Source: an optimization exercise on an open RTL-to-GDS flow (aim: small area, a short achievable clock period and few clock cycles per item). Production flows keep margins and buffers that such runs may drop. Where RTL was checked, it was by simulation tests only, not by an equivalence proof against the original. No functional check of the RTL was part of run 2. Power and IR drop assume default switching activity.

## flow/design.v (module list and top-level ports; edited modules follow where they fit)
// module systolic_array_os: 2840 lines
// module sa_fa: 4 lines
// module sa_ha: 4 lines
// module sa_xor: 3 lines
module systolic_array_os #(
  parameter  int N      = 4,
  parameter  int DATA_W = 8,
  parameter  int ACC_W  = 24,
  parameter  int MAX_K  = 64,
  localparam int KW     = $clog2(MAX_K + 1),
  localparam int IW     = (N > 1) ? $clog2(N) : 1
) (
  input  logic                clk,
  input  logic                reset_n,
  input  logic                start,
  input  logic [KW-1:0]       k_len,
  input  logic                in_valid,
  output logic                in_ready,
  input  logic [N*DATA_W-1:0] a_vec,
  input  logic [N*DATA_W-1:0] b_vec,
  output logic                out_valid,
  input  logic                out_ready,
  output logic [IW-1:0]       out_idx,
  output logic [N*ACC_W-1:0]  out_row,
  output logic                busy,
  output logic                done
);
  // ...
==> flow/flow/run.sh <==
#!/bin/bash
# The standard layout (standard.sh: the standard synthesis, floorplan, placement,
# CTS, routing) with three settings changed: the timing repair steps aim at a 6 ns
# setup margin (a 3 ns period) instead of the design's 9 ns period, they repair only
# the worst path (TNS_END_PERCENT=10), and the port buffers are buf_4 cells.
# Make's full output goes to standard.log; each ORFS step also keeps its own log under
# orfs/logs/.
set -euo pipefail
bash standard.sh SETUP_SLACK_MARGIN=6.0 TNS_END_PERCENT=10 \
  "BUFFER_PORTS_ARGS=-buffer_cell sky130_fd_sc_hd__buf_4" finish > standard.log 2>&1
==> flow/standard.sh <==
#!/bin/bash
# synth_recipe.tcl (not shown) runs the flow's synth.tcl, then flattens the netlist and writes it again
# the make line also repeats each setting of config.mk as NAME=value (left out here)
make -C /OpenROAD-flow-scripts/flow DESIGN_CONFIG=/design/flow/config.mk WORK_HOME=/design/flow/orfs CLKGATE_MAP_FILE= SYNTH_SCRIPT=/design/flow/synth_recipe.tcl "${@:-finish}"
==> flow/config.mk <==
export PLATFORM = sky130hd
export DESIGN_NAME = systolic_array_os
export DESIGN_NICKNAME = systolic_array_os
export VERILOG_FILES = /design/flow/design.v
export SDC_FILE = /design/flow/constraint.sdc
export NUM_CORES = 4
export LEC_CHECK = 0
export CAP_MARGIN = 20
export CORE_MARGIN = 2
export CORE_UTILIZATION = 40
export SLEW_MARGIN = 20
export SYNTH_HIERARCHICAL = 1
==> flow/constraint.sdc <==
create_clock -name core_clock -period 9.0 [get_ports {clk}]
set_input_delay 1.8000 -clock core_clock [delete_from_list [all_inputs] [get_ports {clk}]]
set_output_delay 1.8000 -clock core_clock [all_outputs]
set_load 0.01 [all_outputs]
==> impl.org, run 1 <==
** Final layout
- Portion of the layout cell area used by non-clock buffers :: 0.0388
- Sequential cell area in the final layout :: 17300 µm²
- The register with the most flip-flops in the layout has 240 of them.
- Multi-input logic portion of the cell area :: 0.579
- Multi-input combinational cell count :: 3852
- There are just over 800 flip-flops and latches.
- Non-filler cells, final :: between 7000 and 8000

** Power
- Power density over cell area :: between 400 and 500 nW/µm²

** GRT
- Global-route wire length before repair :: about 250 mm

** Worst hold path
- The worst hold path terminates at ld_q.

** Synth
- The Yosys step of the flow raised between 40 and 50 warnings.

** Setup path
- Tracing the worst setup path back leads to its startpoint at ir_q.
- Endpoint of the most critical setup path :: in_ready
- The kind of cell with the highest combined delay along the critical path is flip-flops.
- The critical path crosses 2 cells after its start point.
- Traced cell by cell, the critical path runs through buf_12 > buf_6.
- The number of cells on the worst reg-to-reg path is 7.

** STA
- Number of max-slew violations in the final report :: 0
- Unrepaired setup endpoints after global routing :: yes
- For the pin with the worst max-slew slack, the measured transition is about 1.1 ns.
- Number of setup violations in the final report :: 0

** Routing
- After the first detailed-routing iteration, the DRC count stood at approximately 3000.
- After detailed routing, the number of remaining DRC violations is 0.
- The final route contains roughly 40000 vias.

** Outcome
- Status :: complete, no violations

** CTS
- No sink is reached through more buffers than the 3 on the longest clock path.
- Clock edge transition at the registers on the reported setup and hold paths :: about 0.06 ns
- The root buffer cell chosen for the clock tree is sky130_fd_sc_hd__clkbuf_16.

** Die
- Area of the die :: around 150000 µm²
- Num tapcells :: about 1900
Testbench counts, summed over its fixed seeds: cycles 15,559, jobs 384.
==> run 2: changes to the inputs <==
--- a/flow/design.v
+++ b/flow/design.v
@@ -233,19 +233,23 @@
     sa_xor u_x15 (.a(p[15]), .b(g37), .y(res[j][15]));
     sa_xor u_x16 (.a(p[16]), .b(g38), .y(res[j][16]));
     sa_xor u_x17 (.a(p[17]), .b(g39), .y(res[j][17]));
     sa_xor u_x18 (.a(p[18]), .b(g40), .y(res[j][18]));
     sa_xor u_x19 (.a(p[19]), .b(g41), .y(res[j][19]));
     sa_xor u_x20 (.a(p[20]), .b(g42), .y(res[j][20]));
     sa_xor u_x21 (.a(p[21]), .b(g43), .y(res[j][21]));
   end
+  logic [N-1:0] load_c;
+  for (genvar j = 0; j < N; j++) begin : g_load
+    sa_load u_ld (.ld(ld_q), .ov(ov_q), .rdy(out_ready), .nlast(!last_row), .y(load_c[j]));
+  end
   always_ff @(posedge clk) begin
     for (int j = 0; j < N; j++)
-      if (load) out_q[j] <= res[j];
+      if (load_c[j]) out_q[j] <= res[j];
   end
   always_comb begin
     for (int j = 0; j < N; j++) out_row[j*ACC_W +: ACC_W] = {{(ACC_W-SW){out_q[j][SW-1]}}, out_q[j]};
   end
   wire m00_w0 = (b1_q[0][0] & a_q[0][0]) ^ bn_q[0][0];
   wire m00_w1 = ((b1_q[0][0] & a_q[0][1]) | (b2_q[0][0] & a_q[0][0])) ^ bn_q[0][0];
   wire m00_w2 = ((b1_q[0][0] & a_q[0][2]) | (b2_q[0][0] & a_q[0][1])) ^ bn_q[0][0];
   wire m00_w3 = ((b1_q[0][0] & a_q[0][3]) | (b2_q[0][0] & a_q[0][2])) ^ bn_q[0][0];
@@ -2844,8 +2848,14 @@
 endmodule
 module sa_ha (input logic a, b, output logic s, co);
   assign s  = a ^ b;
   assign co = a & b;
 endmodule
 module sa_xor (input logic a, b, output logic y);
   assign y = a ^ b;
 endmodule
+module sa_mux (input logic a, b, s, output logic y);
+  assign y = s ? b : a;
+endmodule
+module sa_load (input logic ld, ov, rdy, nlast, output logic y);
+  assign y = ld || (ov && rdy && nlast);
+endmodule
==> flow/flow/run.sh (replaced) <==
#!/bin/bash
# The standard layout (standard.sh: the standard synthesis, floorplan, placement,
# CTS, routing) with three settings changed: the timing repair steps aim at a 6 ns
# setup margin (a 3 ns period) instead of the design's 9 ns period, they repair only
# the worst path (TNS_END_PERCENT=0), and the port buffers are buf_4 cells.
# Make's full output goes to standard.log; each ORFS step also keeps its own log under
# orfs/logs/.
set -euo pipefail
bash standard.sh SETUP_SLACK_MARGIN=6.0 TNS_END_PERCENT=0 \
  "BUFFER_PORTS_ARGS=-buffer_cell sky130_fd_sc_hd__buf_4" finish > standard.log 2>&1
==> impl.org, run 2 <==
** Synth
- The Yosys warning count came to 43 (unchanged).
- Of all cell types, the one taking the most synthesized area is sky130_fd_sc_hd__dfxtp_1.
- Synthesis produced a netlist whose cell count is about 5500.
- Counting flops and latches in the post-synthesis netlist gives a little over 800.
- Number of synthesized flops with an enable pin :: between 80 and 90
- Syn Nets :: 6527
- Of the post-synthesis cell area, the dominant cell type holds 0.241.
- Averaged over all synthesized cells, the footprint is ~10 µm².
- The commonest cells after synthesis are sky130_fd_sc_hd__a22oi_1 (712), sky130_fd_sc_hd__dfxtp_1 (688), sky130_fd_sc_hd__fa_1 (644).
- In the post-synthesis netlist, the cell with the most instances is sky130_fd_sc_hd__a22oi_1.
- Count of different cell masters after synthesis :: 53
- Synthesized cell area :: between 50000 and 60000 µm²
- Sorting the synthesized cells by area gives the leading types as sky130_fd_sc_hd__dfxtp_1 (24%), sky130_fd_sc_hd__fa_1 (23%), sky130_fd_sc_hd__a22oi_1 (9.3%).
- After synthesis, the share of flip-flops with an asynchronous set or reset is 0.0396.
- For this run, the leading register cell type out of synthesis is sky130_fd_sc_hd__dfxtp_1.
- Register area share after synthesis :: 0.301

** Setup path
- The critical path is of the reg2out type.
- The worst register-to-register path has a setup slack of roughly 6 ns.
- Reg2Reg Launch Point :: b1_q[1][1]
- R2r worst-path depth :: 6 (-1)
- On the worst path, the slowest cell contributes a delay of around 0.42 ns.
- Cell chain of the critical path :: buf_12 > buf_6
- In this design, the largest share of critical-path delay is due to flip-flops.
- The worst setup path is launched from a flop.
- Number of buffer and inverter stages on the critical path :: 2
- Arrival time of the worst setup path :: between 1 and 1.5 ns
- Crit path max fanout :: 2
- In this run the critical register-to-register path is captured at acc1[9][10].
- Category of the worst setup path capture point :: output pin
- The slowest stage of the critical path is the sky130_fd_sc_hd__dfrtp_2 cell.
- Crit path required time :: approximately 7.2 ns

** CTS
- Buffers inserted during clock tree synthesis total a little under 100.
- H-tree levels :: 3
- CTS placed an instance of sky130_fd_sc_hd__clkbuf_16 at the clock tree root.
- Clk sinks :: 808
- Clock latency reported for the late side of the worst-skew pair :: around 0.74 ns
- The clock transition at the register clock pins on the worst setup and hold paths after CTS is 0.05 ns (about the same).
- Hold repair after CTS inserted 0 buffers.
- TritonCTS clock tree :: yes
- Clk buf depth :: 3 (unchanged)

** Final layout
- Register bank with the most flops :: acc0
- The filler cells instantiated in the layout total between 10000 and 15000.
- The area growth from synthesis to layout is 11.1%.
- Leading cell type in the layout, fill and taps excluded :: sky130_fd_sc_hd__a22oi_1
- After the last flow step, the layout net total stands at 6475.
- Of the cells placed in the final design, the portion with a size suffix greater than 1 is 0.0964.
- The flip-flop count of the largest register after layout is 240 (unchanged).
- The number of antenna diodes in the final layout is 0.
- The multi-input combinational cells in the finished layout cover a total of between 30000 and 40000 µm².
- The largest registers in the layout are acc0 x240, acc1 x224, accu x112.
- The library cells used most frequently in the layout, excluding fill and tap cells, are sky130_fd_sc_hd__a22oi_1 (712), sky130_fd_sc_hd__dfxtp_1 (648), sky130_fd_sc_hd__fa_1 (643).
- Sequential cell area in the final layout :: 17300 µm² (-0.30%)

** Worst hold path
- The worst hold path begins at wait_q.
- Along the worst hold path, the cell count comes to 0.
- The worst hold path belongs to the class reg2reg.
- For hold timing, the worst endpoint is ld_q.

** Placement
- The congestion estimate from routability-driven global placement came to about 0.84.
- HPWL after detailed placement :: between 100 and 150 mm
- # port buffers :: about 180

** Power
- Total leakage power :: roughly 27 nW
- The power per unit of standard cell area was 472 nW/µm² (-0.42%).
- Maximum VDD drop :: approximately 0.22 mV

** GRT
- For this run the aggregate overflow at the end of global routing stands at 0.
- Largest net degree at the start of global routing :: slightly above 200
- In the global route stage, overall resource usage came out at 0.226.
- The number of antenna violations at the first check in global routing came to 5.
- Number of global-route vias before repair :: about 42000
- Global-route wire length before repair :: 255 mm (+0.41%)

** Die
- Area of the die :: 146000 µm² (about the same)
- Die width :: around 380 µm
- The region available for standard cell placement spans 142000 µm².
- The floorplan has 138 rows.
- The initial utilization of the core area, before any placement, comes to 0.403.
- Number of primary I/O pins :: roughly 180
- Die Y :: between 300 and 400 µm

** STA
- Worst setup skew after layout :: 0.0492 ns
- The number of hold violations in the final report was 0.
- The number of setup violations in the final report is 0 (unchanged).
- Maximum clock rate :: approximately 0.32 GHz
- In this run the tightest slew margin relative to its limit is 0.240.
- The worst path needs between 3 and 4 ns of the cycle, external delays included.
- The slew at the pin closest to its max-slew limit came to 1.14 ns (+0.0494 ns).
- Fin crit share :: 0.352
- The count of pins over their slew limit was 0 (unchanged).
- Setup repair after global routing could not meet its margin everywhere.
- For the final routed database, the setup TNS stands at 0 ns.
- Hold_ws :: roughly 0.38 ns

** Outcome
- The flow ran to the end and the layout has no timing, DRC or antenna violations.

** Routing
- Total detailed-routing wirelength :: between 150 and 200 mm
- The detailed-route DRC error count came to 0 (unchanged).
- The first TritonRoute pass finished after 5 iterations.
- After detailed routing, the number of vias per cell comes to approximately 5.4.
- The count of nets left with antenna violations once routing finished came out at 0.
- Via total after detailed routing :: 40028 (-0.14%)
- Dividing the detail-routed wire length by the instance count gives around 22 µm.
- The count of routing violations after the opening detailed-route iteration came to 2953 (-0.91%).

** Flow run
- Max Cap Violations :: 0
[run 2: kinds of logic after synthesis]
kind of cell,share of synthesized area
AOI/OAI and AO/OA,0.137
and+or+nand+nor,0.0975
adders and majority gates,0.297
buffers and inverters,0.0553
DFF,0.301
xor gates and xnor gates,0.110
muxes,0.00256
[run 2: cell type report]
cell class              count  area share
multi-input cells        3856       0.582
repair buffers            272      0.0340
inverters                 393      0.0232
clock buffers             133      0.0430
clock inverters            46     0.00874
flip-flops and latches    808       0.272
well taps                1890      0.0372
[run 2: worst max-delay path by stage]
stage                               to  cells after the start   startpoint
after floorplan           out_q[2][21]                     10  sel_q[2][0]
after global placement    out_q[2][21]                     10  sel_q[2][2]
after detailed placement  out_q[2][21]                     10  sel_q[2][2]
after CTS                     in_ready                      2         ir_q
after global routing      out_q[2][21]                     10  sel_q[2][2]
final                         in_ready                      2         ir_q
[run 2: per-module statistics from Yosys, one instance, submodules excluded]
module | copies in the design | flip-flops and latches | cells inside | cell area, µm²
sa_fa | 624 | 0 | 1 | 20.0
sa_ha | 80 | 0 | 1 | 12.5
sa_load | 4 | 0 | 1 | 8.76
sa_xor | 84 | 0 | 1 | 8.76
systolic_array_os | 1 | 808 | 4688 | 42900
[run 2: timing repair]
item,CTS,global route
cloned,1,0
pin swaps,0,8
gates resized for setup,14,42
buffers inserted,2,7
endpoints found under the setup margin,301,411
[run 2: through the flow]
stage | area [µm²] | std cells | power [mW] | setup WS (ns) | utilization
after global placement | 59900 | 7209 | 25.1 | 5.56 | 0.423
final | 63500 | 7398 | 30.0 | 5.84 | 0.448
after detailed placement | 59900 | 7209 | 25.6 | 5.43 | 0.423
after global routing | 63500 | 7398 | 33.4 | 5.76 | 0.448
after CTS | 63300 | 7391 | 30.1 | 5.77 | 0.446
after floorplan | 57200 | 5480 | 20.8 | 6.13 | -
[run 2: power breakdown]
part           switching, mW  internal (mW)
Combinational           9.52           8.76
Clock                   1.70           2.44
Sequential              1.50           6.03
[run 2: worst register-to-register path, delay by kind of cell, from the launching register on]
| kind | cells | cell delay, ns |
|---|---|---|
| flip-flops | 1 | 0.95 |
| XOR/XNOR | 1 | 0.21 |
| AO/OA/AOI/OAI | 1 | 0.28 |
| adder cells (fa/ha/maj) | 3 | 1.42 |
| AND/OR/NAND/NOR | 1 | 0.14 |
[run 2: metal layers]
metal  wire, µm  global-route usage
met5         31                   0
met4       4330              0.0615
met3      13100              0.0471
met2      72200               0.344
met1      73900               0.323

==> afterwards: timing with drivers on the ports <==
The flow's constraints put no driver on any port. The routed layouts listed below were extracted and timed again, unchanged, in two steps.
Step 1 assumes that a clkbuf_16 drives the clock port and a buf_2 every other input.
Step 2 adds t to the input delays and takes it off the output delays; t is the mean of the earliest and latest rising clock arrival at the registers after step 1. Input paths then give back, and output paths get back, about the clock's delay inside the block.
a / b / c = ideal ports / drivers / drivers and shift; a / b = the first two.
run | t (ns) | setup WS [ns] | slew at the worst register clock pin (ns)
run 1 | 0.788 | 5.815 / 5.739 / 5.444 | 0.07 / 0.07
run 2 | 0.791 | 5.835 / 5.755 / 5.560 | 0.07 / 0.07
After both steps setup and hold are still met in every run listed. For run 1, which loses most, drivers alone change the setup slack by -0.076 ns; drivers and shift together by -0.371 ns.
